This is an optimization exercise on Yosys and OpenROAD, whose aim is small area, not a production implementation.
Only simulation tests tie the RTL to the original design; equivalence was not proved.
Power is estimated from default activity; no workload was simulated.

$ cat flow/design.v
package cube_pkg;
  localparam int N_SIDE     = 8;
  localparam int N_CELLS    = 512;
  localparam int LAYER_BITS = 64;
  typedef enum logic [1:0] {
    ST_START = 2'd0,
    ST_SHIFT = 2'd1,
    ST_LATCH = 2'd2,
    ST_HOLD  = 2'd3
  } disp_state_t;
  function automatic int idx(input int x,
                          input int y,
                          input int z);
    idx = z * 64 + y * 8 + x;
  endfunction
  function automatic int cnt_width(input int a, input int b);
    cnt_width = (((a > b) ? a : b) < 2) ? 1 : $clog2((a > b) ? a : b);
  endfunction
endpackage
import cube_pkg::*;
module layer_serializer
#(
  parameter int CLK_DIV = 2,
  parameter int CNT_W   = 2
) (
  input  logic                  Clk,
  input  logic                  Reset,
  input  logic                  load,
  input  logic [LAYER_BITS-1:0] data,
  output logic                  SR_data,
  output logic                  SR_clk,
  output logic                  done
);
  localparam logic [CNT_W-1:0] DIV_LAST = CNT_W'(CLK_DIV - 1);
  logic [LAYER_BITS-1:0] shreg;
  logic [5:0]            bit_cnt;
  logic [CNT_W-1:0]      div_cnt;
  logic                  phase;    
  logic                  active;
  logic                  half_end;
  assign half_end = active && (div_cnt == DIV_LAST);
  always_ff @(posedge Clk or posedge Reset) begin
    if (Reset) begin
      shreg   <= '0;
      bit_cnt <= 6'd63;
      div_cnt <= '0;
      phase   <= 1'b0;
      active  <= 1'b0;
    end else if (load) begin
      shreg   <= data;
      bit_cnt <= 6'd63;
      div_cnt <= '0;
      phase   <= 1'b0;
      active  <= 1'b1;
    end else if (active) begin
      if (half_end) begin
        div_cnt <= '0;
        if (!phase) begin
          phase <= 1'b1;
        end else begin
          phase <= 1'b0;
          shreg <= {shreg[LAYER_BITS-2:0], 1'b0};
          if (bit_cnt == 6'd0) begin
            active <= 1'b0;
          end else begin
            bit_cnt <= bit_cnt - 6'd1;
          end
        end
      end else begin
        div_cnt <= div_cnt + CNT_W'(1);
      end
    end
  end
  assign SR_data = active & shreg[LAYER_BITS-1];
  assign SR_clk  = active & phase;
  assign done    = half_end & phase & (bit_cnt == 6'd0);
endmodule
import cube_pkg::*;
module cube_display_driver
#(
  parameter int CLK_DIV    = 2,
  parameter int LAYER_HOLD = 64
) (
  input  logic                  Clk,
  input  logic                  Reset,
  input  logic [N_CELLS-1:0]    Cells,
  input  logic                  Cells_valid,
  output logic                  Frame_taken,
  output logic                  SR_data,
  output logic                  SR_clk,
  output logic                  SR_latch,
  output logic [N_SIDE-1:0]     Layer_en,
  output logic                  Frame_done
);
  localparam int               CNT_W     = cube_pkg::cnt_width(CLK_DIV, LAYER_HOLD);
  localparam logic [CNT_W-1:0] HOLD_LAST = CNT_W'(LAYER_HOLD - 1);
  cube_pkg::disp_state_t state, state_nx;
  logic [N_CELLS-1:0]    frame_buf;
  logic [2:0]            z;
  logic [CNT_W-1:0]      hold_cnt;
  logic                  hold_last;
  logic                  capture;
  logic                  ser_load;
  logic                  ser_done;
  logic [LAYER_BITS-1:0] layer_dat;
  logic                  latch_c;
  logic                  frame_done_c;
  logic [N_SIDE-1:0]     layer_en_c;
  assign capture  = (state == ST_START) && (z == 3'd0) && Cells_valid && !Reset;
  assign ser_load = (state == ST_START);
  assign layer_dat = capture ? Cells[LAYER_BITS-1:0]
                             : frame_buf[{z, 6'd0} +: LAYER_BITS];
  assign hold_last = (hold_cnt == HOLD_LAST);
  layer_serializer #(
    .CLK_DIV (CLK_DIV),
    .CNT_W   (CNT_W)
  ) u_ser (
    .Clk     (Clk),
    .Reset   (Reset),
    .load    (ser_load),
    .data    (layer_dat),
    .SR_data (SR_data),
    .SR_clk  (SR_clk),
    .done    (ser_done)
  );
  always_ff @(posedge Clk or posedge Reset) begin
    if (Reset) begin
      state     <= ST_START;
      frame_buf <= '0;
      z         <= 3'd0;
      hold_cnt  <= '0;
    end else begin
      state <= state_nx;
      if (capture) begin
        frame_buf <= Cells;
      end
      if (state == ST_HOLD) begin
        if (hold_last) begin
          hold_cnt <= '0;
          z        <= z + 3'd1;   
        end else begin
          hold_cnt <= hold_cnt + CNT_W'(1);
        end
      end
    end
  end
  always_comb begin
    state_nx     = state;
    latch_c      = 1'b0;
    frame_done_c = 1'b0;
    layer_en_c   = '0;
    case (state)
      ST_START: begin
        state_nx = ST_SHIFT;
      end
      ST_SHIFT: begin
        if (ser_done) begin
          state_nx = ST_LATCH;
        end
      end
      ST_LATCH: begin
        latch_c  = 1'b1;
        state_nx = ST_HOLD;
      end
      ST_HOLD: begin
        layer_en_c[z] = 1'b1;
        if (hold_last) begin
          frame_done_c = (z == 3'd7);
          state_nx     = ST_START;
        end
      end
      default: begin
        state_nx = ST_START;
      end
    endcase
  end
  assign Frame_taken = capture;
  assign SR_latch    = latch_c;
  assign Layer_en    = layer_en_c;
  assign Frame_done  = frame_done_c;
endmodule
$ cat flow/run.sh
#!/bin/bash
# synth_recipe.tcl (not shown) runs the flow's synth.tcl, then flattens the netlist and writes it again
# the make line also repeats each setting of config.mk as NAME=value (left out here)
make -C /OpenROAD-flow-scripts/flow DESIGN_CONFIG=/design/flow/config.mk WORK_HOME=/design/flow/orfs CLKGATE_MAP_FILE= SYNTH_SCRIPT=/design/flow/synth_recipe.tcl finish
$ cat flow/config.mk
export PLATFORM = sky130hd
export DESIGN_NAME = cube_display_driver
export DESIGN_NICKNAME = cube_display_driver
export VERILOG_FILES = /design/flow/design.v
export SDC_FILE = /design/flow/constraint.sdc
export NUM_CORES = 4
export LEC_CHECK = 0
export CAP_MARGIN = 20
export CORE_MARGIN = 2
export CORE_UTILIZATION = 40
export SLEW_MARGIN = 20
$ cat flow/constraint.sdc
create_clock -name core_clock -period 5.0 [get_ports {Clk}]
set_input_delay 1.0000 -clock core_clock [delete_from_list [all_inputs] [get_ports {Clk}]]
set_output_delay 1.0000 -clock core_clock [all_outputs]
set_load 0.01 [all_outputs]
==> flow_summary.toml, run 1 <==
[routing]
drtAntennaViolNets = 0
post_detailed_route_wirelength_per_cell_um = 18.71
via_count = 23100
drc = 0
detail_route.wirelength_um = 85980
first_pass_iters = 5
vias_per_cell = 5.027
drt_iter0_drc = 1881

[clocking]
clk-insertion-delay-late_ps = 610
cts.repair.resized = 0
cts_inserted_buffers = 68
cts_hold_buffers = 0
path_clk_slew_ps = 60
tritoncts = "yes"
htree_levels = 3
cts_post_setup_buffers_inserted = 0
root_buffer = "clkbuf_16"
max-clock-path-buffers = 3
clock_sink_count = 601

[timing]
grt_setup_unrepaired = "no"
worst_slew_margin_rel_pct = 22.36
final.period_utilization_pct = 81.73
report.final.slew_viol_count = 0
finalCriticalPeriod_ps = 4086
tightest_slew_ps = 1165
hold_slack_ps = 469.9
timing_hold_violations_final = 0
skew_ps = 24.19
setup_viol_count_final = 0
fmaxAchievable_ghz = 0.2447

[floorplan]
dieArea_um2 = 71780
die_w_um = 267.9
design.core.area_um2 = 68830
start_util_pct = 40.48
die_height_um = 267.9
core.rowCount = 96
io-pin-count = 528

[synth]
synth_ff_type = "dfrtp_1"
post-synth-top-count-cell = "nand2_1"
synthTopCellsByCount = "nand2_1 (1646), dfrtp_1 (595), mux2i_1 (261)"
synthesis.area_per_instance_um2 = 8.751
synth_top_area_share_pct = 53.44
syn-num-nets = 3714
yosys-top-cells-area = "dfrtp_1 (53%), nand2_1 (22%), mux2i_1 (9.4%)"
ys_seq_area_share_pct = 54.00
synth_cell_type_count = 41
synthesis.area_um2 = 27860
synthDominantAreaCellType = "dfrtp_1"
synthesis.instances = 3184
async_flop_share_pct = 100.0
yosys_register_bits = 601
synth_enable_flop_cells = 0
yosys_warnings = 2

[cells_and_area]
fill_cells = 6479
fraction_of_the_core_area_covered_by_cells_at_the_end_of_the_flow_pct = 52.47
finalNetCount = 4135
sequential_cell_area_um2 = 15050
finish.instance_area_um2 = 36110
syn_to_final_growth_pct = 29.60
layout-drive-gt1-share_pct = 4.461
area_of_the_multi_input_gates_um2 = 11850

[worst_hold_path]
min_delay_path_class = "reg2reg"

[pwr]
power.share.clock_pct = 45.8
power_per_cell_area_nw_per_um2 = 304.5
swShare_pct = 22.56
switchingPower_mw = 2.481
intPower_mw = 8.515
max-vdd-ir-drop_uv = 223.5
totalPowerFinal_mw = 11.00
p_seq_share_pct = 46.7
static_leakage_nw = 17.34
comb_power_share_pct = 7.6

[setup_path]
worst_path_most_repeated_cell = "ha_1"
critical_path_class = "reg2out"
critical_path.n_buffers_inverters = 3
cp_max_fo = 63
critPathRequiredTime_ps = 4000
critical_path.top_delay_family = "buffers and inverters"
end_kind = "output port"
critical_path.slowest_cell = "dfrtp_4"
worst_ep_arrival_time_ps = 3090
cp_cell_sequence = "inv_1, ha_1, ha_1, and3b_4, nand2_8, inv_8, clkdlybuf4s50_1"
timing.critical_path.from_type = "flop"
max_stage_delay_ps = 650

[global_routing]
grt_first_pass_wirelength_um = 131900
grt_pass1_vias = 22950
grt_max_degree = 184
grt-ovfl-total = 0
antenna_found_initial = 15
gr-usage-all-layers_pct = 23.65

[placement]
globalplace.congestion = 0.8021
dpl-instance-area_um2 = 33860
io_buffers = 527
detailed_place_hpwl_um = 57020

[job]
max_cap_viol_count = 0

[status]
status = "complete, no violations"
[registers in the layout, summed over array words and instances, names as in the netlist]
name	count
u_ser.shreg	64
z	3
u_ser.active	1
frame_buf	512
u_ser.bit_cnt	6
u_ser.phase	1
hold_cnt	6
state	2
u_ser.div_cnt	6
[kinds of logic after synthesis]
kind of cell | Yosys count | share of synthesized area [%]
xor gates and xnor gates | 8 | 0.2514
muxes | 263 | 9.457
and+or+nand+nor | 1767 | 24.58
buffers and inverters | 228 | 3.664
DFF | 601 | 54.00
AOI/OAI and AO/OA | 302 | 7.374
adders and majority gates | 15 | 0.6736
[power by group through the flow]
stage	logic (mW)	registers, mW	clock network (mW)
floorplan	0.284	5.20	0
global placement	0.832	5.22	0
detailed placement	0.836	5.22	0
CTS	0.843	5.13	5.14
global route	0.917	5.15	5.33
finish	0.831	5.13	5.03
[placed cells by master, fill, tap and decap left out, drive strengths merged, types with 7 or more instances in the layout]
| master | count |
|---|---|
| a22oi | 154 |
| clkinv | 9 |
| nand4 | 7 |
| clkbuf | 102 |
| inv | 16 |
| a21oi | 96 |
| dfrtp | 595 |
| buf | 39 |
| mux2i | 261 |
| and2 | 9 |
| ha | 15 |
| o21ai | 9 |
| diode | 10 |
| nand2 | 1647 |
| clkdlybuf4s50 | 527 |
| a32oi | 35 |
| nor2 | 12 |
| nand3 | 67 |
[per-layer routing]
layer	global-route usage, %	vias up	share of wire (%)
met5	0	-	0.076
met3	3.959	133	5.2
met1	33.51	11140	46
met2	36.89	584	47
li1	-	11240	-
met4	7.942	10	2.5
[area by class of cell]
| class | instances | share of cell area [%] |
|---|---|---|
| Tap cell | 931 | 3.226 |
| Clock inverter | 17 | 0.5856 |
| Multi-Input combinational cell | 2355 | 32.82 |
| Antenna cell | 10 | 0.06930 |
| Inverter | 13 | 0.1733 |
| Sequential cell | 601 | 41.68 |
| Clock buffer | 102 | 5.572 |
| Timing Repair Buffer | 566 | 15.87 |
[through the flow]
stage | std cells | worst slack (ps) | setup TNS [ps]
global route | 4595 | 764.6 | 0
floorplan | 3184 | -4192 | -2505740
global placement | 4466 | 1138 | 0
finish | 4595 | 913.6 | 0
detailed placement | 4466 | 1109 | 0
CTS | 4585 | 850.2 | 0
[final timing paths]
path / from / cells after the start / end / slack (ps)
setup / recovery: z[0] / 7 / Frame_taken / 910
hold / removal: frame_buf[141] / 2 / frame_buf[141] / 470
hold reg to reg: frame_buf[141] / 2 / frame_buf[141] / 470
max in group asynchronous: Reset / 4 / frame_buf[283] / 2880
min in group asynchronous: Reset / 2 / frame_buf[126] / 940
setup reg to reg: z[0] / 9 / frame_buf[229] / 1450
[tightest hold or removal path: cells and delay by family (launching register included)]
| family | cells | cell delay [ps] |
|---|---|---|
| simple gates | 2 | 100 |
| flops | 1 | 330 |
==> run 2: changes to the inputs <==
==> flow/design.v (replaced) <==
package cube_pkg;
  localparam int N_SIDE     = 8;
  localparam int N_CELLS    = 512;
  localparam int LAYER_BITS = 64;
  typedef enum logic [1:0] {
    ST_START = 2'd0,
    ST_SHIFT = 2'd1,
    ST_LATCH = 2'd2,
    ST_HOLD  = 2'd3
  } disp_state_t;
  function automatic int idx(input int x,
                          input int y,
                          input int z);
    idx = z * 64 + y * 8 + x;
  endfunction
  function automatic int cnt_width(input int a, input int b);
    cnt_width = (((a > b) ? a : b) < 2) ? 1 : $clog2((a > b) ? a : b);
  endfunction
endpackage
module layer_serializer (
  input  logic [511:0] frame,
  input  logic [2:0]   lo,
  input  logic [2:0]   hi,
  input  logic [2:0]   z,
  output logic         bit_o
);
  logic [7:0]  s1, s2, s3;
  logic [63:0] l1;
  logic [7:0]  l2;
  always_comb begin
    s1 = '0; s1[lo] = 1'b1;
    s2 = '0; s2[hi] = 1'b1;
    s3 = '0; s3[z]  = 1'b1;
    for (int g = 0; g < 64; g++) begin
      l1[g] = |(frame[g*8 +: 8] & s1);
    end
    for (int h = 0; h < 8; h++) begin
      l2[h] = |(l1[h*8 +: 8] & s2);
    end
    bit_o = |(l2 & s3);
  end
endmodule
import cube_pkg::*;
module cube_display_driver
#(
  parameter int CLK_DIV    = 2,
  parameter int LAYER_HOLD = 64
) (
  input  logic                  Clk,
  input  logic                  Reset,
  input  logic [N_CELLS-1:0]    Cells,
  input  logic                  Cells_valid,
  output logic                  Frame_taken,
  output logic                  SR_data,
  output logic                  SR_clk,
  output logic                  SR_latch,
  output logic [N_SIDE-1:0]     Layer_en,
  output logic                  Frame_done
);
  logic [8:0]         pos;
  logic [2:0]         z;
  logic               shown;       
  logic [N_CELLS-1:0] frame_buf;
  logic [N_CELLS-1:0] cells_ord;
  logic start, shift, latch, hold, last, capture, hold_n, dat;
  assign start   = pos[8] & pos[7];
  assign shift   = ~pos[8];
  assign latch   = pos[8] & ~pos[7] & ~pos[6] & (pos[5:0] == 6'd0);
  assign hold    = pos[8] & ~pos[7] & ~latch;
  assign last    = pos[8] & ~pos[7] & pos[6];
  assign capture = start & (z == 3'd0) & Cells_valid & ~Reset;
  assign hold_n  = ~(pos[8] & pos[6] & pos[5] & (z == 3'd0) & Cells_valid & ~Reset);
  always_ff @(posedge Clk or posedge Reset) begin
    if (Reset) begin
      pos   <= '1;
      z     <= 3'd0;
      shown <= 1'b0;
    end else begin
      pos <= last ? 9'h1ff : pos + 9'd1;
      if (last) begin
        z <= z + 3'd1;
      end
      if (capture) begin
        shown <= 1'b1;
      end
    end
  end
  always_comb begin
    for (int l = 0; l < N_SIDE; l++) begin
      for (int j = 0; j < LAYER_BITS; j++) begin
        cells_ord[l*LAYER_BITS + j] = Cells[l*LAYER_BITS + LAYER_BITS - 1 - j];
      end
    end
  end
  always_ff @(posedge Clk) begin
    frame_buf <= ~((cells_ord | {N_CELLS{hold_n}}) & (frame_buf | {N_CELLS{capture}}));
  end
  layer_serializer u_ser (
    .frame (frame_buf),
    .lo    (pos[4:2]),
    .hi    (pos[7:5]),
    .z     (z),
    .bit_o (dat)
  );
  assign Frame_taken = capture;
  assign SR_data     = shown & shift & (dat ^ ~pos[0]);
  assign SR_clk      = shift & pos[1];
  assign SR_latch    = latch;
  assign Frame_done  = last & (z == 3'd7);
  always_comb begin
    Layer_en = '0;
    Layer_en[z] = hold;
  end
endmodule
==> flow/flow/run.sh (new file) <==
#!/bin/bash
# Standard ORFS layout, with the port buffers made from the smallest buffer
# cell instead of the one buffer_ports picks by itself.
set -euo pipefail
export BUFFER_PORTS_ARGS="-buffer_cell sky130_fd_sc_hd__buf_1"
bash standard.sh finish > flow_make.log 2>&1
==> flow/standard.sh (new file) <==
#!/bin/bash
# synth_recipe.tcl (not shown) runs the flow's synth.tcl, then flattens the netlist and writes it again
# the make line also repeats each setting of config.mk as NAME=value (left out here)
make -C /OpenROAD-flow-scripts/flow DESIGN_CONFIG=/design/flow/config.mk WORK_HOME=/design/flow/orfs CLKGATE_MAP_FILE= SYNTH_SCRIPT=/design/flow/synth_recipe.tcl "${@:-finish}"
removed: flow/run.sh
==> run 2 against run 1 <==
Against the previous run: now fails the layout checks on negative setup slack; worst hold slack worse by 36 ps; non-clock buffer count is 42 higher; flip-flop and latch count is 76 lower; design area is 34% lower; sequential power is 19% lower; wire length is 16% lower; clock-buffer cell count is 14 lower; synthesized cell count is 44% lower; first-iteration DRC count is 3.3% lower; combinational power is 75% lower; critical endpoint is now SR_data.
==> flow_summary.toml, run 2 <==
[status]
status = "complete, but fails checks"
check-failures = "negative setup slack"

[clocking]
path_clk_slew_ps = 60
tritoncts = "yes"
clk-insertion-delay-late_ps = 620
root_buffer = "clkbuf_16"
max-clock-path-buffers = 3
cts_hold_buffers = 0
cts_inserted_buffers = 56
htree_levels = 2
clock_sink_count = 525

[global_routing]
antenna_found_initial = 17
grt-ovfl-total = 0
grt_pass1_vias = 17360
grt_first_pass_wirelength_um = 104600
grt_max_degree = 215
gr-usage-all-layers_pct = 28.75

[pwr]
switchingPower_mw = 1.819
power_per_cell_area_nw_per_um2 = 365.7
p_seq_share_pct = 48.1
max-vdd-ir-drop_uv = 260.9
power.share.clock_pct = 49.5
totalPowerFinal_mw = 8.698
comb_power_share_pct = 2.4
swShare_pct = 20.91
intPower_mw = 6.879
static_leakage_nw = 8.655

[timing]
fmaxAchievable_ghz = 0.1999
timing_hold_violations_final = 0
finalCriticalPeriod_ps = 5003
final.period_utilization_pct = 100.1
setup-tns-final_ps = -2.899
report.final.slew_viol_count = 0
worst_slew_margin_rel_pct = 24.95
grt_setup_unrepaired = "yes"
setup_viol_count_final = 1
final.setup.worst_slack_ps = -2.899
skew_ps = 31.01
tightest_slew_ps = 1126

[placement]
pre_cts_ws_ps = 62.55
io_buffers = 527
detailed_place_hpwl_um = 49070
globalplace.congestion = 0.8411
dpl-instance-area_um2 = 21260

[floorplan]
start_util_pct = 40.77
io-pin-count = 528
die_w_um = 219.5
core.rowCount = 78
dieArea_um2 = 48200
design.core.area_um2 = 45580
die_height_um = 219.5

[routing]
drtAntennaViolNets = 0
drt_iter0_drc = 1818
detail_route.wirelength_um = 72530
drc = 0
post_detailed_route_wirelength_per_cell_um = 24.75
via_count = 17700
vias_per_cell = 6.040
first_pass_iters = 6

[setup_path]
regToRegStartpoint = "z[0]"
r2r_slack_ps = 2280
cp_max_fo = 28
crit_start = "pos[2]"
worst_ep_arrival_time_ps = 4000
worst_setup_path_endpoint = "SR_data"
timing.critical_path.from_type = "flop"
critPathRequiredTime_ps = 4000
rr_worst_depth = 7
regToRegEndpoint = "frame_buf[365]"
critical_path_class = "reg2out"
end_kind = "output port"

[cells_and_area]
finalNetCount = 2807
max_reg_flops = 512
top_register = "frame_buf"
mostFrequentLayoutCell = "buf_1"
layout-drive-gt1-share_pct = 10.44
largestRegisters = "frame_buf: 512 flops, pos: 9 flops, z: 3 flops"
layout_common_cells = "buf_1 (526), o22ai_1 (512), dfxtp_1 (512)"
finish.instance_area_um2 = 23790
syn_to_final_growth_pct = 28.00
fill_cells = 4235

[synth]
synthesis.instances = 1795
syn-num-nets = 2328
yosys_register_bits = 525
synth_top_area_share_pct = 55.16
synth_ff_type = "dfxtp_1"
synthTopCellsByCount = "dfxtp_1 (512), o22ai_1 (512), clkbuf_1 (151)"
yosys-top-cells-area = "dfxtp_1 (55%), o22ai_1 (17%), a221oi_1 (3.8%)"
async_flop_share_pct = 2.476
synthesis.area_um2 = 18580
yosys_warnings = 2
synthDominantAreaCellType = "dfxtp_1"
synth_enable_flop_cells = 0
ys_seq_area_share_pct = 56.97
synth_cell_type_count = 60
synthesis.area_per_instance_um2 = 10.35

[worst_hold_path]
min_delay_path_class = "in2async"

[job]
max_cap_viol_count = 0
run 2: final cells by class:
class                   instances  area [µm²]  area share, %
clock inverters                15       245.2          1.031
multi-input cells            1072        7451          31.32
repair buffers                608        3017          12.68
diodes                         12       30.03         0.1262
well taps                     600       750.7          3.156
inverters                      11       43.79         0.1841
flip-flops and latches        525       10590          44.51
clock buffers                  88        1663          6.991
run 2: metal layers:
layer / GRT usage (%) / vias up / share of wire [%]
met3: 5.825 / 146 / 8.1
met2: 45.59 / 780 / 46
li1: - / 8217 / -
met5: 0 / - / 0.11
met1: 37.56 / 8548 / 42
met4: 13.54 / 12 / 3.9
run 2: kinds of logic after synthesis:
family | synth area share, %
compound gates | 30.14
xor+xnor | 0.4242
fa+ha+maj | 1.212
buf+inv | 4.222
flops | 56.97
mux | 1.811
simple gates | 5.225
run 2: metrics by stage:
step | hold slack, ps | util [%] | instances
floorplan | 422.4 | - | 1795
global placement | 434.4 | 46.66 | 2794
detailed placement | 440.1 | 46.66 | 2794
CTS | 419.3 | 52.05 | 2918
global route | 461.2 | 52.18 | 2929
finish | 433.8 | 52.19 | 2931
run 2: worst min path at each step:
| stage | startpoint | to | slack (ps) | cells past startpoint |
|---|---|---|---|---|
| after global placement | frame_buf[123] | frame_buf[123] | 430 | 1 |
| after detailed placement | frame_buf[106] | frame_buf[106] | 440 | 1 |
| after floorplan | frame_buf[332] | frame_buf[332] | 420 | 1 |
| after global routing | frame_buf[106] | frame_buf[106] | 460 | 1 |
| after CTS | Reset | z[1] | 420 | 2 |
| final | Reset | z[0] | 430 | 2 |
run 2: timing repair:
item	4_1_cts	5_1_grt
setup buffers	15	1
resized for setup	48	5
pin swaps	19	9
endpoints found under the setup margin	1	1
gates cloned	6	0
run 2: critical path, cell delays in order (launching register included):
cell and delay (ps):
dfstp_2 560, buf_4 200, ha_4 500, buf_4 350, buf_4 280, a222oi_1 110, a21o_1 200, a21o_1 180
o311a_1 130, nand4_1 190, nand3_2 140, nand4_1 140, mux2i_1 200, buf_2 180
run 2: power by group through the flow:
stage	clock, mW	sequential, mW	combinational, mW
detailed placement	0	4.28	0.203
finish	4.31	4.18	0.206
global placement	0	4.28	0.203
CTS	4.37	4.18	0.204
floorplan	0	4.28	0.0191
global route	4.54	4.18	0.217
==> run 3: changes to the inputs <==
--- a/flow/design.v
+++ b/flow/design.v
@@ -17,6 +17,23 @@
     cnt_width = (((a > b) ? a : b) < 2) ? 1 : $clog2((a > b) ? a : b);
   endfunction
 endpackage
+module aoi3 (
+  input  logic [2:0] d,
+  input  logic [2:0] s,
+  output logic       y_n
+);
+  assign y_n = ~|(d & s);
+endmodule
+module sel8 (
+  input  logic [7:0] d,
+  input  logic [7:0] s,
+  output logic       y
+);
+  logic [1:0] p_n;
+  aoi3 u_a (.d(d[2:0]), .s(s[2:0]), .y_n(p_n[0]));
+  aoi3 u_b (.d(d[5:3]), .s(s[5:3]), .y_n(p_n[1]));
+  assign y = ~(p_n[0] & p_n[1] & ~(d[6] & s[6]) & ~(d[7] & s[7]));
+endmodule
 module layer_serializer (
   input  logic [511:0] frame,
   input  logic [2:0]   lo,
@@ -28,17 +45,19 @@
   logic [63:0] l1;
   logic [7:0]  l2;
   always_comb begin
-    s1 = '0; s1[lo] = 1'b1;
-    s2 = '0; s2[hi] = 1'b1;
-    s3 = '0; s3[z]  = 1'b1;
-    for (int g = 0; g < 64; g++) begin
-      l1[g] = |(frame[g*8 +: 8] & s1);
+    for (int i = 0; i < 8; i++) begin
+      s1[i] = (lo == 3'(i));
+      s2[i] = (hi == 3'(i));
+      s3[i] = (z  == 3'(i));
     end
-    for (int h = 0; h < 8; h++) begin
-      l2[h] = |(l1[h*8 +: 8] & s2);
-    end
-    bit_o = |(l2 & s3);
   end
+  for (genvar g = 0; g < 64; g++) begin : g_l1
+    sel8 u_sel (.d(frame[g*8 +: 8]), .s(s1), .y(l1[g]));
+  end
+  for (genvar h = 0; h < 8; h++) begin : g_l2
+    sel8 u_sel (.d(l1[h*8 +: 8]), .s(s2), .y(l2[h]));
+  end
+  sel8 u_l3 (.d(l2), .s(s3), .y(bit_o));
 endmodule
 import cube_pkg::*;
 module cube_display_driver
@@ -62,6 +81,9 @@
   logic               shown;       
   logic [N_CELLS-1:0] frame_buf;
   logic [N_CELLS-1:0] cells_ord;
+  logic [8:0]         pos_inc;
+  logic               sr_data_q;   
+  logic               sr_data_nx;
   logic start, shift, latch, hold, last, capture, hold_n, dat;
   assign start   = pos[8] & pos[7];
   assign shift   = ~pos[8];
@@ -70,13 +92,18 @@
   assign last    = pos[8] & ~pos[7] & pos[6];
   assign capture = start & (z == 3'd0) & Cells_valid & ~Reset;
   assign hold_n  = ~(pos[8] & pos[6] & pos[5] & (z == 3'd0) & Cells_valid & ~Reset);
+  assign pos_inc = pos + 9'd1;
+  assign sr_data_nx = (shown | capture) & ~pos_inc[8] &
+                      (capture ? Cells[LAYER_BITS-1] : (dat ^ ~pos[0]));
   always_ff @(posedge Clk or posedge Reset) begin
     if (Reset) begin
-      pos   <= '1;
-      z     <= 3'd0;
-      shown <= 1'b0;
+      pos       <= '1;
+      z         <= 3'd0;
+      shown     <= 1'b0;
+      sr_data_q <= 1'b0;
     end else begin
-      pos <= last ? 9'h1ff : pos + 9'd1;
+      pos       <= last ? 9'h1ff : pos_inc;
+      sr_data_q <= sr_data_nx;
       if (last) begin
         z <= z + 3'd1;
       end
@@ -97,13 +124,13 @@
   end
   layer_serializer u_ser (
     .frame (frame_buf),
-    .lo    (pos[4:2]),
-    .hi    (pos[7:5]),
+    .lo    (pos_inc[4:2]),
+    .hi    (pos_inc[7:5]),
     .z     (z),
     .bit_o (dat)
   );
   assign Frame_taken = capture;
-  assign SR_data     = shown & shift & (dat ^ ~pos[0]);
+  assign SR_data     = sr_data_q;
   assign SR_clk      = shift & pos[1];
   assign SR_latch    = latch;
   assign Frame_done  = last & (z == 3'd7);
--- a/flow/config.mk
+++ b/flow/config.mk
@@ -9,3 +9,4 @@
 export CORE_MARGIN = 2
 export CORE_UTILIZATION = 40
 export SLEW_MARGIN = 20
+export SYNTH_HIERARCHICAL = 1
==> run 3 against run 2 <==
Against the previous run: now clean on timing, DRC and antenna; die area decreased by 2.4%; design area down 7.0%; first-iteration DRC count is 13% higher; maximum frequency increased by 6.1%; combinational power increased by 3%; sequential share of layout area grew 3.5 points; clock skew is 2.3 ps lower; sequential power about the same; synthesized area shrank 2.5%; register-to-register slack got worse by 2000 ps.
==> flow_summary.toml, run 3 <==
[status]
status = "complete, no violations"

[timing]
final.period_utilization_pct = 94.28
final.setup.worst_slack_ps = 286.2
worst_slew_margin_rel_pct = 30.66
timing_hold_violations_final = 0
finalCriticalPeriod_ps = 4714
fmaxAchievable_ghz = 0.2121
tightest_slew_ps = 1040
grt_setup_unrepaired = "no"
setup_viol_count_final = 0
setup-tns-final_ps = 0
skew_ps = 28.69
report.final.slew_viol_count = 0

[synth]
ys_seq_area_share_pct = 58.55
synth_cell_type_count = 43
yosys_warnings = 8
async_flop_share_pct = 2.662
yosys-top-cells-area = "dfxtp_1 (57%), o22ai_1 (16%), a222oi_1 (8.1%)"
yosys_register_bits = 526
post-synth-top-count-cell = "dfxtp_1"
syn-num-nets = 2065
synthTopCellsByCount = "dfxtp_1 (512), o22ai_1 (473), a222oi_1 (146)"
synth_enable_flop_cells = 0
synthesis.area_per_instance_um2 = 11.74
synthesis.instances = 1544
synthDominantAreaCellType = "dfxtp_1"
synth_top_area_share_pct = 56.55
synth_ff_type = "dfxtp_1"
synthesis.area_um2 = 18120

[floorplan]
design.core.area_um2 = 44510
die_w_um = 216.9
die_height_um = 216.9
dieArea_um2 = 47030
io-pin-count = 528
start_util_pct = 40.72
core.rowCount = 77

[pwr]
max-vdd-ir-drop_uv = 258.3
static_leakage_nw = 7.822
power_per_cell_area_nw_per_um2 = 381.1

[clocking]
cts_post_setup_buffers_inserted = 0
clock_sink_count = 526
cts.repair.resized = 0
root_buffer = "clkbuf_16"
clk-insertion-delay-late_ps = 600
cts_inserted_buffers = 54
max-clock-path-buffers = 3
htree_levels = 2
path_clk_slew_ps = 60
tritoncts = "yes"
cts_hold_buffers = 0

[worst_hold_path]
min_delay_path_class = "reg2reg"
worst_hold_path.num_cells = 1

[cells_and_area]
largestRegisters = "frame_buf: 512 flops, pos: 9 flops, z: 3 flops"
layout-drive-gt1-share_pct = 9.496
post_layout_nonfiller_instances = 2690
syn_to_final_growth_pct = 21.99
max_reg_flops = 512
top_register = "frame_buf"
layout_common_cells = "buf_1 (527), dfxtp_1 (512), o22ai_1 (473)"
mostFrequentLayoutCell = "buf_1"
finalNetCount = 2561
fraction_of_the_core_area_covered_by_cells_at_the_end_of_the_flow_pct = 49.68

[placement]
globalplace.congestion = 0.8342
pre_cts_ws_ps = 387.4
io_buffers = 527
placedCellCount = 2576
detailed_place_hpwl_um = 44920

[global_routing]
antenna_found_initial = 22
grt_pass1_vias = 16180
grt-ovfl-total = 0
gr-usage-all-layers_pct = 27.13
grt_first_pass_wirelength_um = 97200
grt_max_degree = 197

[setup_path]
timing.critical_path.from_type = "flop"
worst_ep_arrival_time_ps = 5190
critPathRequiredTime_ps = 5480
cp_max_fo = 43
end_kind = "flop"
rr_worst_depth = 13
cp_cell_sequence = "ha_1, xor2_1, nor3b_4, buf_4, a222oi_1, nand3_1, a222oi_1, nand3_1, a222oi_1, nand3_1, xor2_1, a211o_1, a211oi_1"
critical_path.slowest_cell = "xor2_1"
r2r_slack_ps = 290
critical_path_class = "reg2reg"
max_stage_delay_ps = 750

[routing]
vias_per_cell = 6.181
via_count = 16630
drt_iter0_drc = 2047
first_pass_iters = 10
drc = 0
drtAntennaViolNets = 0
detail_route.wirelength_um = 67330
post_detailed_route_wirelength_per_cell_um = 25.03

[job]
max_cap_viol_count = 0
## run 3: metrics by stage
step	hold WS [ps]	total power [mW]	area [µm²]
floorplan	430.4	4.305	18140
CTS	445.4	8.494	22080
global route	465.5	8.676	22100
global placement	439.3	4.496	20290
finish	451.7	8.426	22110
detailed placement	444.8	4.496	20290
## run 3: logic make-up after synthesis
family | count (synthesis) | share of synthesized area, %
flip-flops | 526 | 58.55
AO/OA/AOI/OAI | 740 | 30.67
buffers and inverters | 125 | 5.371
AND/OR/NAND/NOR | 139 | 4.584
XOR/XNOR | 6 | 0.2899
adder cells (fa/ha/maj) | 6 | 0.4142
multiplexers | 2 | 0.1242
## run 3: where the power goes
part           internal (mW)  leakage [nW]  switching (mW)  total [mW]
clock                   2.32         0.883            1.70        4.02
sequential              4.19          4.86               0        4.19
combinational          0.108          2.08           0.105       0.213
total                   6.62          7.82            1.81        8.43
## run 3: path summary, 6_finish.rpt
kind	start	endpoint
setup / recovery	pos[0]	sr_data_q
hold / removal	frame_buf[446]	frame_buf[446]
setup reg to reg	pos[0]	sr_data_q
hold reg to reg	frame_buf[446]	frame_buf[446]
max in group asynchronous	Reset	pos[3]
min in group asynchronous	Reset	shown
## run 3: area by class of cell
class | count | area (µm²)
fillers | 4207 | 22400
flip-flops and latches | 526 | 10610
multi-input cells | 893 | 6620
repair buffers | 554 | 2281
clock buffers | 77 | 1589
well taps | 592 | 740.7
clock inverters | 24 | 195.2
inverters | 11 | 41.29
diodes | 13 | 32.53
## run 3: Yosys stat by module, one instance, submodules excluded
module	cells	copies in the design	flip-flops and latches
cube_display_driver	1228	1	526
aoi3	1	146	0
layer_serializer	24	1	0
sel8	2	73	0
## run 3: worst max-delay path: cells and delay by family, from the launching register on
| kind | cells | cell delay, ps |
|---|---|---|
| simple gates | 4 | 630 |
| flops | 1 | 580 |
| fa+ha+maj | 1 | 210 |
| compound gates | 5 | 1850 |
| xor+xnor | 2 | 940 |
| buf+inv | 1 | 380 |
## run 3: metal layers
metal | vias to the layer above | GRT usage (%) | wire length (µm)
li1 | 7587 | - | -
met5 | - | 0 | 132
met2 | 772 | 44.62 | 31750
met4 | 22 | 12.26 | 2604
met3 | 164 | 6.932 | 6068
met1 | 8081 | 33.52 | 26770
==> run 4: changes to the inputs <==
--- a/flow/design.v
+++ b/flow/design.v
@@ -17,6 +17,15 @@
     cnt_width = (((a > b) ? a : b) < 2) ? 1 : $clog2((a > b) ? a : b);
   endfunction
 endpackage
+module frame_cell (
+  input  logic c,
+  input  logic take,
+  input  logic keep,
+  input  logic q,
+  output logic d
+);
+  assign d = ~((c | keep) & (q | take));
+endmodule
 module aoi3 (
   input  logic [2:0] d,
   input  logic [2:0] s,
@@ -119,8 +128,18 @@
       end
     end
   end
+  logic [N_CELLS-1:0] frame_nx;
+  for (genvar i = 0; i < N_CELLS; i++) begin : g_cell
+    frame_cell u_cell (
+      .c      (cells_ord[i]),
+      .take   (capture),
+      .keep   (hold_n),
+      .q      (frame_buf[i]),
+      .d      (frame_nx[i])
+    );
+  end
   always_ff @(posedge Clk) begin
-    frame_buf <= ~((cells_ord | {N_CELLS{hold_n}}) & (frame_buf | {N_CELLS{capture}}));
+    frame_buf <= frame_nx;
   end
   layer_serializer u_ser (
     .frame (frame_buf),
--- a/flow/config.mk
+++ b/flow/config.mk
@@ -8,5 +8,6 @@
 export CAP_MARGIN = 20
 export CORE_MARGIN = 2
 export CORE_UTILIZATION = 40
+export CTS_BUF_LIST = sky130_fd_sc_hd__clkbuf_2 sky130_fd_sc_hd__clkbuf_4 sky130_fd_sc_hd__clkbuf_8
 export SLEW_MARGIN = 20
 export SYNTH_HIERARCHICAL = 1
==> run 4 against run 3 <==
Against the previous run: global-route usage grew 1.1 points; wire length is 3.1% lower; cell count up 0.45%; sequential power hardly changed; via count increased by 1.3%; largest cell class unchanged.
==> flow_summary.toml, run 4 <==
[routing]
post_detailed_route_wirelength_per_cell_um = 24.15
drc = 0
drtAntennaViolNets = 0
drt_iter0_drc = 2254
first_pass_iters = 9
detail_route.wirelength_um = 65270
vias_per_cell = 6.231
via_count = 16840

[clocking]
cts_post_setup_buffers_inserted = 0
tritoncts = "yes"
max-clock-path-buffers = 3
root_buffer = "clkbuf_8"
clock_sink_count = 526
path_clk_slew_ps = 60
htree_levels = 3
cts_inserted_buffers = 88
clk-insertion-delay-late_ps = 670

[cells_and_area]
area_of_the_multi_input_gates_um2 = 6334
post_layout_nonfiller_instances = 2702
fill_cells = 3892
max_reg_flops = 512
layout_common_cells = "buf_1 (527), o22ai_1 (512), dfxtp_1 (512)"
mostFrequentLayoutCell = "buf_1"
layout-drive-gt1-share_pct = 10.66
sequential_cell_area_um2 = 10610
largestRegisters = "frame_buf: 512 flops, pos: 9 flops, z: 3 flops"
top_register = "frame_buf"
finalNetCount = 2601
syn_to_final_growth_pct = 29.93

[timing]
final.period_utilization_pct = 95.56
hold_slack_ps = 377.5
tightest_slew_ps = 1057
grt_setup_unrepaired = "no"
skew_ps = 42.04
report.final.slew_viol_count = 0
finalCriticalPeriod_ps = 4778
setup_viol_count_final = 0
final.setup.worst_slack_ps = 222.0
worst_slew_margin_rel_pct = 29.53
setup-tns-final_ps = 0
timing_hold_violations_final = 0
fmaxAchievable_ghz = 0.2093

[placement]
io_buffers = 527
placedCellCount = 2529
globalplace.congestion = 0.8654
detailed_place_hpwl_um = 43920
pre_cts_ws_ps = 328.1

[setup_path]
cp_cell_sequence = "ha_1, nand3_1, xnor2_1, buf_4, and3b_4, buf_4, a222oi_1, nand3_1, a222oi_1, nand3_1, a222oi_1, nand3_1, xor2_1, a211o_1, a211oi_1"
regToRegEndpoint = "sr_data_q"
critical_path.slowest_cell = "a222oi_1"
cp_max_fo = 34
regToRegStartpoint = "pos[0]"
r2r_slack_ps = 220
worst_path_most_repeated_cell = "nand3_1"
critPathRequiredTime_ps = 5540
max_stage_delay_ps = 740
critical_path_class = "reg2reg"
worst_ep_arrival_time_ps = 5320
timing.critical_path.from_type = "flop"
end_kind = "flop"
rr_worst_depth = 15

[global_routing]
use_met2_pct = 45.99
grt_max_degree = 211
grt_pass1_vias = 16320
gr-usage-all-layers_pct = 28.28
grt_util_met3_pct = 7.886
grt_first_pass_wirelength_um = 95210
grtUsageMet1_pct = 35.35
grt-ovfl-total = 0
global_route.peak_usage_layer = "met2"
antenna_found_initial = 17

[pwr]
static_leakage_nw = 8.045
totalPowerFinal_mw = 8.589
max-vdd-ir-drop_uv = 235.3
power_per_cell_area_nw_per_um2 = 391.2

[synth]
synthesis.area_per_instance_um2 = 11.80
synth_cell_type_count = 39
muxShareOfSynthArea_pct = 0.1259
yosys_register_bits = 526
synthTopCellsByCount = "dfxtp_1 (512), o22ai_1 (512), a222oi_1 (146)"
synth_top_area_share_pct = 60.65
synth_ff_type = "dfxtp_1"
synthesis.area_um2 = 16900
synth_enable_flop_cells = 0
ys_seq_area_share_pct = 62.79
yosys-top-cells-area = "dfxtp_1 (61%), o22ai_1 (19%), a222oi_1 (8.6%)"
synthesis.instances = 1432
synth_compound_area_share_pct = 31.29
synth-adder-area-share_pct = 0.4442
async_flop_share_pct = 2.662
synth_top_family_by_area = "compound AO/OA/AOI/OAI gates"
synth-xor-area-share_pct = 0.3109
syn-num-nets = 1953
synth-simple-area-share_pct = 4.768
yosys_warnings = 8
synthDominantAreaCellType = "dfxtp_1"

[floorplan]
io-pin-count = 528
dieArea_um2 = 43910
die_height_um = 209.5
core.rowCount = 75
start_util_pct = 40.38
design.core.area_um2 = 41850
die_w_um = 209.5

[status]
status = "complete, no violations"

[worst_hold_path]
min_delay_path_class = "in2async"

[job]
max_cap_viol_count = 0
[run 4: changes by cell type after synthesis, moves of 3 or more]
cell      delta
buf_2       -56
buf_6       -46
o22ai_1     +39
o22ai_2     -39
clkbuf_1     -6
buf_12       -5
nor2_1       +4
nor4b_1      -3
[run 4: area by class of cell]
type / count / share of cell area (%)
Tap cell: 539 / 3.071
Timing Repair Buffer: 559 / 10.39
Sequential cell: 526 / 48.33
Multi-Input combinational cell: 896 / 28.84
Inverter: 9 / 0.1539
Clock inverter: 22 / 1.094
Antenna cell: 14 / 0.1596
Clock buffer: 137 / 7.961
[run 4: routing by layer]
layer	part of all wire [%]	vias up
li1	-	7670
met1	40	8138
met2	47	875
met3	9.1	144
met4	3.3	8
met5	0.084	-
[run 4: power by group]
group	leakage, nW	total (mW)	switching (mW)	internal, mW
combinational	2.13	0.186	0.0965	0.0892
sequential	4.86	4.19	0	4.19
clock	1.05	4.21	1.76	2.45
total	8.04	8.59	1.86	6.73
[run 4: worst max path at each step]
stage	slack, ps	to	start
finish	220	sr_data_q	pos[0]
CTS	270	sr_data_q	pos[0]
global route	100	sr_data_q	pos[0]
global placement	420	sr_data_q	pos[0]
detailed placement	330	sr_data_q	pos[0]
floorplan	20	Frame_taken	Reset
[run 4: per-stage QoR]
stage | area (µm²) | util [%]
after floorplan | 16940 | -
after global placement | 19930 | 47.61
after detailed placement | 19930 | 47.61
after CTS | 21910 | 52.36
after global routing | 21940 | 52.43
final | 21960 | 52.46
[run 4: logic make-up (layout without fill, tap and decap cells)]
family	after synthesis	count (layout)
compound gates	741	741
flops	526	526
simple gates	141	141
buf+inv	10	727
fa+ha+maj	6	6
xor+xnor	6	6
mux	2	2
other cells	0	14
[run 4: critical path, delay by kind of cell (launching register included)]
kind	cells	cell delay (ps)
compound gates	5	1980
simple gates	5	1100
fa+ha+maj	1	250
xor+xnor	2	320
flops	1	570
buf+inv	2	480
[run 4: Yosys stat by module, one instance, submodules excluded]
module	flops+latches	copies in the design
aoi3	0	146
cube_display_driver	526	1
layer_serializer	0	1
frame_cell	0	512
sel8	0	73
[run 4: timing repair]
action | 4_1_cts | 5_1_grt
resized for setup | 0 | 1
hold buffers | 0 | 0
endpoints found under the setup margin | 0 | 1
==> run 5: changes to the inputs <==
--- a/flow/config.mk
+++ b/flow/config.mk
@@ -8,6 +8,6 @@
 export CAP_MARGIN = 20
 export CORE_MARGIN = 2
 export CORE_UTILIZATION = 40
-export CTS_BUF_LIST = sky130_fd_sc_hd__clkbuf_2 sky130_fd_sc_hd__clkbuf_4 sky130_fd_sc_hd__clkbuf_8
+export CTS_BUF_LIST = sky130_fd_sc_hd__clkbuf_4
 export SLEW_MARGIN = 20
 export SYNTH_HIERARCHICAL = 1
==> run 5 against run 4 <==
Against the previous run: critical endpoint unchanged; largest cell class unchanged; highest routed layer unchanged; synthesized area is the same; clock power shrank 12%; wire length grew 0.60%; sequential power is essentially flat; die area is the same; maximum frequency grew 1.6%; worst setup slack gained 77 ps; cell count grew 2.7%; non-clock buffer count grew 1.
==> flow_summary.toml, run 5 <==
[status]
status = "complete, no violations"

[pwr]
totalPowerFinal_mw = 8.079
power_per_cell_area_nw_per_um2 = 372.7
p_seq_share_pct = 51.9
switchingPower_mw = 1.814
intPower_mw = 6.265
comb_power_share_pct = 2.3
swShare_pct = 22.46
static_leakage_nw = 8.015
power.share.clock_pct = 45.8
max-vdd-ir-drop_uv = 174.6

[setup_path]
regToRegStartpoint = "pos[0]"
critPathRequiredTime_ps = 5820
r2r_slack_ps = 300
worst_ep_arrival_time_ps = 5520
rr_worst_depth = 15
regToRegEndpoint = "sr_data_q"
critical_path_class = "reg2reg"
timing.critical_path.from_type = "flop"
end_kind = "flop"
cp_max_fo = 34

[timing]
setup-tns-final_ps = 0
tightest_slew_ps = 1017
final.period_utilization_pct = 94.03
grt_setup_unrepaired = "no"
setup_viol_count_final = 0
report.final.slew_viol_count = 0
worst_slew_margin_rel_pct = 31.90
finalCriticalPeriod_ps = 4701
timing_hold_violations_final = 0
fmaxAchievable_ghz = 0.2127
skew_ps = 41.17

[clocking]
cts_post_setup_buffers_inserted = 0
tritoncts = "yes"
path_clk_slew_ps = 70
clk-insertion-delay-late_ps = 950
cts_inserted_buffers = 139
htree_levels = 4
clock_sink_count = 526
root_buffer = "clkbuf_4"
max-clock-path-buffers = 3

[global_routing]
antenna_found_initial = 22
grt_first_pass_wirelength_um = 95950
grt_pass1_vias = 16670
grt-ovfl-total = 0
gr-usage-all-layers_pct = 28.80
grt_max_degree = 211

[routing]
drc = 0
via_count = 17140
detail_route.wirelength_um = 65660
vias_per_cell = 6.175
drtAntennaViolNets = 0
post_detailed_route_wirelength_per_cell_um = 23.66
drt_iter0_drc = 2090
first_pass_iters = 7

[worst_hold_path]
worstHoldStart = "Cells[508]"
hold_path_endpoint = "frame_buf[451]"
min_delay_path_class = "in2reg"
worst_hold_path.num_cells = 2

[cells_and_area]
top_register = "frame_buf"
layout-drive-gt1-share_pct = 12.68
mostFrequentLayoutCell = "buf_1"
finalNetCount = 2653
max_reg_flops = 512
layout_common_cells = "buf_1 (527), o22ai_1 (512), dfxtp_1 (512)"
largestRegisters = "frame_buf: 512 flops, pos: 9 flops, z: 3 flops"
syn_to_final_growth_pct = 28.27

[synth]
synthesis.area_um2 = 16900
ys_seq_area_share_pct = 62.79
synth_cell_type_count = 39
synthDominantAreaCellType = "dfxtp_1"
synthTopCellsByCount = "dfxtp_1 (512), o22ai_1 (512), a222oi_1 (146)"
yosys_warnings = 8
syn-num-nets = 1953
yosys_register_bits = 526
synth_ff_type = "dfxtp_1"
synthesis.instances = 1432
synth_top_area_share_pct = 60.65
yosys-top-cells-area = "dfxtp_1 (61%), o22ai_1 (19%), a222oi_1 (8.6%)"
async_flop_share_pct = 2.662
synthesis.area_per_instance_um2 = 11.80
synth_enable_flop_cells = 0

[placement]
detailed_place_hpwl_um = 43920
io_buffers = 527
globalplace.congestion = 0.8654

[job]
max_cap_viol_count = 0

[floorplan]
die_w_um = 209.5
io-pin-count = 528
start_util_pct = 40.38
core.rowCount = 75
design.core.area_um2 = 41850
dieArea_um2 = 43910
die_height_um = 209.5
-- run 5: changes by cell type in the layout (fill, tap and decap cells not counted), sizes merged --
cell         before  now
diode            14   20
inv              14   13
bufinv            4    3
clkinvlp          2    0
clkbuf          137  202
dlygate4sd3       0    1
clkinv           11   16
-- run 5: per-module statistics from Yosys, one instance, submodules excluded --
module               flip-flops and latches  area [µm²]
layer_serializer                          0       195.2
cube_display_driver                     526       11130
sel8                                      0       12.51
aoi3                                      0       10.01
frame_cell                                0       6.256
-- run 5: worst max path at each step --
stage	startpoint	to	slack, ps	cells past startpoint
floorplan	Reset	Frame_taken	20	2
global placement	pos[0]	sr_data_q	420	13
detailed placement	pos[0]	sr_data_q	330	14
CTS	pos[0]	sr_data_q	290	14
global route	pos[0]	sr_data_q	30	16
finish	pos[0]	sr_data_q	300	15
-- run 5: per-layer routing --
layer  up-vias  part of all wire [%]  track usage (%)
met3       147                   9.7            9.951
met4        10                   3.6            14.55
met2       937                    47            45.62
li1       7844                     -                -
met5         -                  0.11                0
met1      8198                    40            34.91
-- run 5: final cells by class --
class                      instances  area, µm²
antenna                           20      50.05
clock buffer                     202       1516
clock inverter                    23      167.7
fill                            3988      20170
inverter                           9      33.78
multi-input combinational        896       6334
sequential                       526      10610
tap                              539      674.4
timing repair buffer             560       2291
-- run 5: cell families after synthesis --
logic type	synth area share (%)
flops	62.79
fa+ha+maj	0.4442
simple gates	4.768
xor+xnor	0.3109
compound gates	31.29
mux	0.1259
buf+inv	0.2665
-- run 5: worst max-delay path: stages (launching register included) --
cell and delay, ps:
dfstp_2 580, ha_1 240, nand3_1 120, xnor2_1 140
buf_4 210, and3b_4 410, buf_4 270, a222oi_1 390
nand3_1 130, a222oi_1 660, nand3_1 210, a222oi_1 340
nand3_1 190, xor2_1 180, a211o_1 270, a211oi_1 240
-- run 5: stage by stage --
step	hold WS [ps]	cells	util (%)	setup slack, ps	instance area, µm²
finish	236.6	2775	51.80	298.5	21680
global route	150.8	2770	51.77	28.63	21670
CTS	107.8	2755	51.66	291.1	21620
detailed placement	427.2	2529	47.61	328.1	19930
global placement	416.8	2529	47.61	417.9	19930
floorplan	410.9	1432	-	17.58	16940
-- run 5: repair_timing --
action | in CTS | in global routing
endpoints found under the hold margin | 5 | 0
hold buffers | 1 | 0
gates resized for setup | 0 | 1
setup endpoints to repair | 0 | 1
-- run 5: power by group through the flow --
stage | clock network, mW | registers, mW | logic, mW
floorplan | 0 | 4.28 | 0.00172
global placement | 0 | 4.28 | 0.184
detailed placement | 0 | 4.28 | 0.183
CTS | 3.79 | 4.19 | 0.186
global route | 4.01 | 4.19 | 0.199
finish | 3.70 | 4.19 | 0.187
==> run 6: changes to the inputs <==
--- a/flow/config.mk
+++ b/flow/config.mk
@@ -7,7 +7,9 @@
 export LEC_CHECK = 0
 export CAP_MARGIN = 20
 export CORE_MARGIN = 2
-export CORE_UTILIZATION = 40
-export CTS_BUF_LIST = sky130_fd_sc_hd__clkbuf_4
+export CORE_UTILIZATION = 60
+export CTS_BUF_LIST = sky130_fd_sc_hd__clkbuf_8
+export CTS_CLUSTER_DIAMETER = 60
+export CTS_CLUSTER_SIZE = 20
 export SLEW_MARGIN = 20
 export SYNTH_HIERARCHICAL = 1
==> run 6 against run 5 <==
Against the previous run: flip-flop and latch count stayed put; combinational power grew 6%; maximum frequency increased by 0.16%; synthesized cell count is the same; worst hold slack improved by 200 ps; clock power fell by 36%; non-clock buffer count down 7; die area down 33%; design area is 5.3% lower; critical path type unchanged.
==> flow_summary.toml, run 6 <==
[setup_path]
timing.critical_path.from_type = "flop"
critical_path.top_delay_family = "compound AO/OA/AOI/OAI gates"
critical_path.slowest_cell = "dfstp_2"
cp_max_fo = 38
cp_cell_sequence = "ha_1, nand3_1, xnor2_1, buf_4, and3b_2, buf_4, a222oi_1, nand3_1, a222oi_1, nand3_1, a222oi_1, nand3_1, xor2_1, a211o_1, a211oi_1"
end_kind = "flop"
max_stage_delay_ps = 590
worst_ep_arrival_time_ps = 5150
critPathRequiredTime_ps = 5450
worst_path_most_repeated_cell = "nand3_1"
critical_path.n_buffers_inverters = 2
critical_path_class = "reg2reg"

[floorplan]
io-pin-count = 528
start_util_pct = 60.83
die_w_um = 171.8
design.core.area_um2 = 27780
core.rowCount = 61
die_height_um = 171.8
dieArea_um2 = 29530

[timing]
finalCriticalPeriod_ps = 4694
report.final.slew_viol_count = 0
final.period_utilization_pct = 93.88
setup_viol_count_final = 0
setup-tns-final_ps = 0
timing_hold_violations_final = 0
tightest_slew_ps = 1130
worst_slew_margin_rel_pct = 24.22
grt_setup_unrepaired = "no"
fmaxAchievable_ghz = 0.2130
skew_ps = 25.67

[cells_and_area]
top_register = "frame_buf"
largestRegisters = "frame_buf: 512 flops, pos: 9 flops, z: 3 flops"
post_layout_nonfiller_instances = 2428
fill_cells = 2102
max_reg_flops = 512
finalNetCount = 2544
layout-drive-gt1-share_pct = 5.917
layout_common_cells = "buf_1 (527), o22ai_1 (512), dfxtp_1 (512)"
sequential_cell_area_um2 = 10610
mostFrequentLayoutCell = "buf_1"
area_of_the_multi_input_gates_um2 = 6326
syn_to_final_growth_pct = 21.54

[pwr]
max-vdd-ir-drop_uv = 333.2
static_leakage_nw = 7.407
power_per_cell_area_nw_per_um2 = 328.2

[global_routing]
antenna_found_initial = 11
grt-ovfl-total = 0
gr-usage-all-layers_pct = 38.16
grt_first_pass_wirelength_um = 87020
grt_pass1_vias = 15410
grt_max_degree = 220

[clocking]
path_clk_slew_ps = 120
clock_sink_count = 526
max-clock-path-buffers = 3
cts_inserted_buffers = 37
cts_post_setup_buffers_inserted = 0
clk-insertion-delay-late_ps = 570
tritoncts = "yes"
root_buffer = "clkbuf_8"
htree_levels = 2
cts_hold_buffers = 0

[synth]
async_flop_share_pct = 2.662
yosys_warnings = 8
synthTopCellsByCount = "dfxtp_1 (512), o22ai_1 (512), a222oi_1 (146)"
ys_seq_area_share_pct = 62.79
synthesis.area_per_instance_um2 = 11.80
synthesis.instances = 1432
synth_enable_flop_cells = 0
synthDominantAreaCellType = "dfxtp_1"
synth_cell_type_count = 39
synth_top_area_share_pct = 60.65
synthesis.area_um2 = 16900
syn-num-nets = 1953
yosys_register_bits = 526
yosys-top-cells-area = "dfxtp_1 (61%), o22ai_1 (19%), a222oi_1 (8.6%)"
synth_ff_type = "dfxtp_1"

[status]
status = "complete, no violations"

[placement]
detailed_place_hpwl_um = 41730
globalplace.congestion = 0.8841
io_buffers = 527
placedCellCount = 2360

[routing]
first_pass_iters = 11
post_detailed_route_wirelength_per_cell_um = 24.69
drc = 0
via_count = 16640
vias_per_cell = 6.855
drt_iter0_drc = 2673
drtAntennaViolNets = 0
detail_route.wirelength_um = 59960

[job]
max_cap_viol_count = 0

[worst_hold_path]
min_delay_path_class = "in2async"
## run 6: cell families after synthesis
group | Yosys count | share of synthesized area, %
xor+xnor | 6 | 0.3109
compound gates | 741 | 31.29
buf+inv | 10 | 0.2665
flops | 526 | 62.79
mux | 2 | 0.1259
simple gates | 141 | 4.768
fa+ha+maj | 6 | 0.4442
## run 6: area by class of cell
| cell class | count | area share, % |
|---|---|---|
| multi-input cells | 896 | 30.80 |
| inverters | 9 | 0.1645 |
| well taps | 378 | 2.303 |
| repair buffers | 553 | 11.17 |
| clock buffers | 41 | 2.747 |
| clock inverters | 20 | 1.096 |
| flip-flops and latches | 526 | 51.66 |
| diodes | 5 | 0.06092 |
## run 6: path summary, 6_finish.rpt
check | from | to | slack [ps] | cells past startpoint
worst max-delay path | pos[0] | sr_data_q | 310 | 15
worst min-delay path | Reset | z[0] | 440 | 2
worst max register to register | pos[0] | sr_data_q | 310 | 15
worst min register to register | frame_buf[302] | frame_buf[302] | 440 | 1
max in group asynchronous | Reset | pos[1] | 4180 | 2
min in group core_clock | frame_buf[302] | frame_buf[302] | 440 | 1
## run 6: per-layer routing
metal / GRT usage (%) / wire length, µm / part of all wire, % / vias up
met5: 0 / 76 / 0.13 / -
met4: 20.24 / 3132 / 5.2 / 12
li1: - / - / - / 7522
met2: 60.61 / 27580 / 46 / 1061
met1: 48.01 / 22570 / 38 / 7859
met3: 9.687 / 6598 / 11 / 190
## run 6: timing repair
item	4_1_cts	5_1_grt
setup endpoints to repair	0	1
endpoints found under the hold margin	0	0
resized for setup	0	1
## run 6: per-module statistics from Yosys, one instance, submodules excluded
module	copies in the design	cells	area, µm²
frame_cell	512	1	6.256
sel8	73	2	12.51
cube_display_driver	1	604	11130
aoi3	146	1	10.01
layer_serializer	1	24	195.2
## run 6: stage by stage
step / hold WS [ps] / setup WS, ps / utilization (%) / total power [mW] / instance area (µm²)
after detailed placement: 427.0 / 176.9 / 70.85 / 4.477 / 19680
after CTS: 437.2 / 135.8 / 73.69 / 6.741 / 20470
after global routing: 451.5 / 123.5 / 73.91 / 6.912 / 20530
final: 440.6 / 306.0 / 73.93 / 6.741 / 20540
after floorplan: 410.9 / 17.58 / - / 4.287 / 16940
after global placement: 417.7 / 448.3 / 70.85 / 4.480 / 19680
## run 6: report_power, final
| group | leakage, nW | switching [mW] | internal (mW) |
|---|---|---|---|
| sequential | 4.86 | 0 | 4.19 |
| clock | 0.417 | 1.40 | 0.955 |
| combinational | 2.13 | 0.109 | 0.0892 |
==> run 7: changes to the inputs <==
--- a/flow/config.mk
+++ b/flow/config.mk
@@ -5,11 +5,11 @@
 export SDC_FILE = /design/flow/constraint.sdc
 export NUM_CORES = 4
 export LEC_CHECK = 0
-export CAP_MARGIN = 20
+export CAP_MARGIN = 5
 export CORE_MARGIN = 2
 export CORE_UTILIZATION = 60
 export CTS_BUF_LIST = sky130_fd_sc_hd__clkbuf_8
 export CTS_CLUSTER_DIAMETER = 60
 export CTS_CLUSTER_SIZE = 20
-export SLEW_MARGIN = 20
+export SLEW_MARGIN = 5
 export SYNTH_HIERARCHICAL = 1
==> run 7 against run 6 <==
Against the previous run: sequential power barely moved; worst hold slack barely moved; largest power group unchanged; synthesized cell count did not move; sequential share of layout area rose by 0.13 points; flip-flop and latch count did not move; die area did not move; clock power barely moved; critical endpoint unchanged; via count fell by 0.40%; clock-buffer cell count did not move; register-to-register slack barely moved.
==> flow_summary.toml, run 7 <==
[clocking]
max-clock-path-buffers = 3
clk-insertion-delay-late_ps = 570
clock_sink_count = 526
tritoncts = "yes"
htree_levels = 2
path_clk_slew_ps = 120
root_buffer = "clkbuf_8"
cts_inserted_buffers = 37

[routing]
detail_route.wirelength_um = 59990
post_detailed_route_wirelength_per_cell_um = 24.74
vias_per_cell = 6.836
via_count = 16580
drt_iter0_drc = 2622
first_pass_iters = 10
drtAntennaViolNets = 0
drc = 0

[setup_path]
timing.critical_path.from_type = "flop"
critical_path.n_buffers_inverters = 2
critical_path.top_delay_family = "compound AO/OA/AOI/OAI gates"
end_kind = "flop"
cp_cell_sequence = "ha_1, nand3_1, xnor2_1, buf_4, and3b_2, buf_4, a222oi_1, nand3_1, a222oi_1, nand3_1, a222oi_1, nand3_1, xor2_1, a211o_1, a211oi_1"
critical_path_class = "reg2reg"
cp_max_fo = 38
worst_ep_arrival_time_ps = 5160
critical_path.slowest_cell = "dfstp_2"
critPathRequiredTime_ps = 5460
max_stage_delay_ps = 600
worst_path_most_repeated_cell = "nand3_1"

[timing]
fmaxAchievable_ghz = 0.2125
grt_setup_unrepaired = "no"
final.period_utilization_pct = 94.10
hold_slack_ps = 440.5
timing_hold_violations_final = 0
tightest_slew_ps = 1121
finalCriticalPeriod_ps = 4705
worst_slew_margin_rel_pct = 24.91
setup-tns-final_ps = 0
report.final.slew_viol_count = 0
setup_viol_count_final = 0
skew_ps = 23.93

[global_routing]
gr-usage-all-layers_pct = 38.16
grt-ovfl-total = 0
grt_pass1_vias = 15410
antenna_found_initial = 11
grt_first_pass_wirelength_um = 87020
grt_max_degree = 220

[synth]
synth_enable_flop_cells = 0
synthesis.area_per_instance_um2 = 11.80
synthDominantAreaCellType = "dfxtp_1"
ys_seq_area_share_pct = 62.79
synthesis.area_um2 = 16900
synth_ff_type = "dfxtp_1"
synthTopCellsByCount = "dfxtp_1 (512), o22ai_1 (512), a222oi_1 (146)"
yosys_register_bits = 526
yosys_warnings = 8
synthesis.instances = 1432
syn-num-nets = 1953
synth_top_area_share_pct = 60.65
yosys-top-cells-area = "dfxtp_1 (61%), o22ai_1 (19%), a222oi_1 (8.6%)"
synth_cell_type_count = 39
async_flop_share_pct = 2.662

[placement]
placedCellCount = 2360
detailed_place_hpwl_um = 41730
io_buffers = 527
globalplace.congestion = 0.8841

[pwr]
power_per_cell_area_nw_per_um2 = 328.9
static_leakage_nw = 7.385
totalPowerFinal_mw = 6.740
max-vdd-ir-drop_uv = 327.4

[floorplan]
dieArea_um2 = 29530
io-pin-count = 528
start_util_pct = 60.83
design.core.area_um2 = 27780
die_height_um = 171.8
die_w_um = 171.8
core.rowCount = 61

[worst_hold_path]
min_delay_path_class = "in2async"

[cells_and_area]
fill_cells = 2110
area_of_the_multi_input_gates_um2 = 6326
max_reg_flops = 512
top_register = "frame_buf"
post_layout_nonfiller_instances = 2425
syn_to_final_growth_pct = 21.24
largestRegisters = "frame_buf: 512 flops, pos: 9 flops, z: 3 flops"
layout-drive-gt1-share_pct = 5.825
sequential_cell_area_um2 = 10610
layout_common_cells = "buf_1 (527), o22ai_1 (512), dfxtp_1 (512)"
finalNetCount = 2542
mostFrequentLayoutCell = "buf_1"

[status]
status = "complete, no violations"

[job]
max_cap_viol_count = 0
## run 7: cell types whose count changed in the layout (fill, tap and decap cells not counted)
cell / before / now
buf_12: 8 / 7
buf_16: 1 / 0
diode_2: 5 / 4
## run 7: layout make-up
cell class                 count  area share, %
clock inverter                20          1.099
sequential                   526          51.79
multi-input combinational    896          30.87
inverter                       9         0.1649
tap                          378          2.308
clock buffer                  41          2.754
timing repair buffer         551          10.96
antenna                        4        0.04885
## run 7: worst paths after layout
path | start | to | slack (ps) | cells past startpoint
max reg2reg | pos[0] | sr_data_q | 290 | 15
max in group asynchronous | Reset | pos[1] | 4180 | 2
min reg2reg | frame_buf[302] | frame_buf[302] | 440 | 1
min | Reset | z[0] | 440 | 2
max | pos[0] | sr_data_q | 290 | 15
min in group core_clock | frame_buf[302] | frame_buf[302] | 440 | 1
## run 7: cell families (layout without fill, tap and decap cells)
| kind of cell | Yosys count | count (layout) | share of synthesized area, % |
|---|---|---|---|
| AOI/OAI and AO/OA | 741 | 741 | 31.29 |
| DFF | 526 | 526 | 62.79 |
| and+or+nand+nor | 141 | 141 | 4.768 |
| buffers and inverters | 10 | 621 | 0.2665 |
| adders and majority gates | 6 | 6 | 0.4442 |
| xor gates and xnor gates | 6 | 6 | 0.3109 |
| muxes | 2 | 2 | 0.1259 |
| other | 0 | 4 | 0 |
## run 7: repair_timing
item / in CTS / in global routing
buffers inserted: 0 / 0
gates resized for setup: 0 / 1
hold buffers: 0 / 0
hold endpoints to repair: 0 / 0
endpoints found under the setup margin: 0 / 1
## run 7: worst register-to-register path: stages (launching register included)
cell	delay [ps]
dfstp_2	600
ha_1	240
nand3_1	120
xnor2_1	150
buf_4	200
and3b_2	450
buf_4	400
a222oi_1	530
nand3_1	110
a222oi_1	380
nand3_1	160
a222oi_1	430
nand3_1	140
xor2_1	160
a211o_1	270
a211oi_1	260
## run 7: report_power, final
group | total [mW] | internal [mW] | switching [mW] | leakage (nW)
combinational | 0.198 | 0.0892 | 0.109 | 2.11
clock | 2.35 | 0.955 | 1.40 | 0.417
sequential | 4.19 | 4.19 | 0 | 4.86
total | 6.74 | 5.23 | 1.51 | 7.39
## run 7: routing by layer
| metal | share of wire (%) | vias up | GRT usage, % |
|---|---|---|---|
| met3 | 11 | 203 | 9.687 |
| met2 | 46 | 1080 | 60.61 |
| met5 | 0.13 | - | 0 |
| li1 | - | 7513 | - |
| met1 | 38 | 7770 | 48.01 |
| met4 | 5.4 | 12 | 20.24 |
## run 7: through the flow
| stage | utilization [%] | setup slack [ps] | area (µm²) |
|---|---|---|---|
| 5_1_grt | 73.74 | 123.5 | 20490 |
| 6_report | 73.75 | 294.9 | 20490 |
| 2_1_floorplan | - | 17.58 | 16940 |
| 3_3_place_gp | 70.85 | 448.3 | 19680 |
| 3_5_place_dp | 70.85 | 176.9 | 19680 |
| 4_1_cts | 73.69 | 135.8 | 20470 |
## run 7: modules after synthesis (local to each module, per instance)
| module | cells inside | area, µm² | flops+latches | times used |
|---|---|---|---|---|
| layer_serializer | 24 | 195.2 | 0 | 1 |
| sel8 | 2 | 12.51 | 0 | 73 |
| frame_cell | 1 | 6.256 | 0 | 512 |
| aoi3 | 1 | 10.01 | 0 | 146 |
| cube_display_driver | 604 | 11130 | 526 | 1 |

[port drivers added, routing unchanged]
Ports are ideal in the flow. The routed layouts listed here were re-timed in OpenROAD.
Step 1 sets driving cells, clkbuf_16 on the clock port and buf_2 on the other inputs (assumed; they add their load-dependent delay and slew).
Step 2 times the ports against the registers' clock, not the clock port: input delays grow and output delays shrink by t, the midpoint of the rising clock arrivals with the driver on.
Three values: no drivers, after step 1, after step 2; two values: the first two.
| run | shift t [ns] | setup slack, ns | clock arrival spread, ns |
|---|---|---|---|
| run 1 | 0.662 | 0.914 / 0.849 / 1.110 | 0.026 / 0.026 |
| run 2 | 0.659 | -0.003 / -0.060 / 0.599 | 0.032 / 0.032 |
| run 3 | 0.645 | 0.286 / 0.286 / 0.286 | 0.029 / 0.029 |
| run 4 | 0.703 | 0.222 / 0.222 / 0.222 | 0.042 / 0.043 |
| run 5 | 0.978 | 0.299 / 0.299 / 0.299 | 0.043 / 0.043 |
| run 6 | 0.603 | 0.306 / 0.306 / 0.306 | 0.026 / 0.026 |
| run 7 | 0.604 | 0.295 / 0.295 / 0.295 | 0.024 / 0.024 |
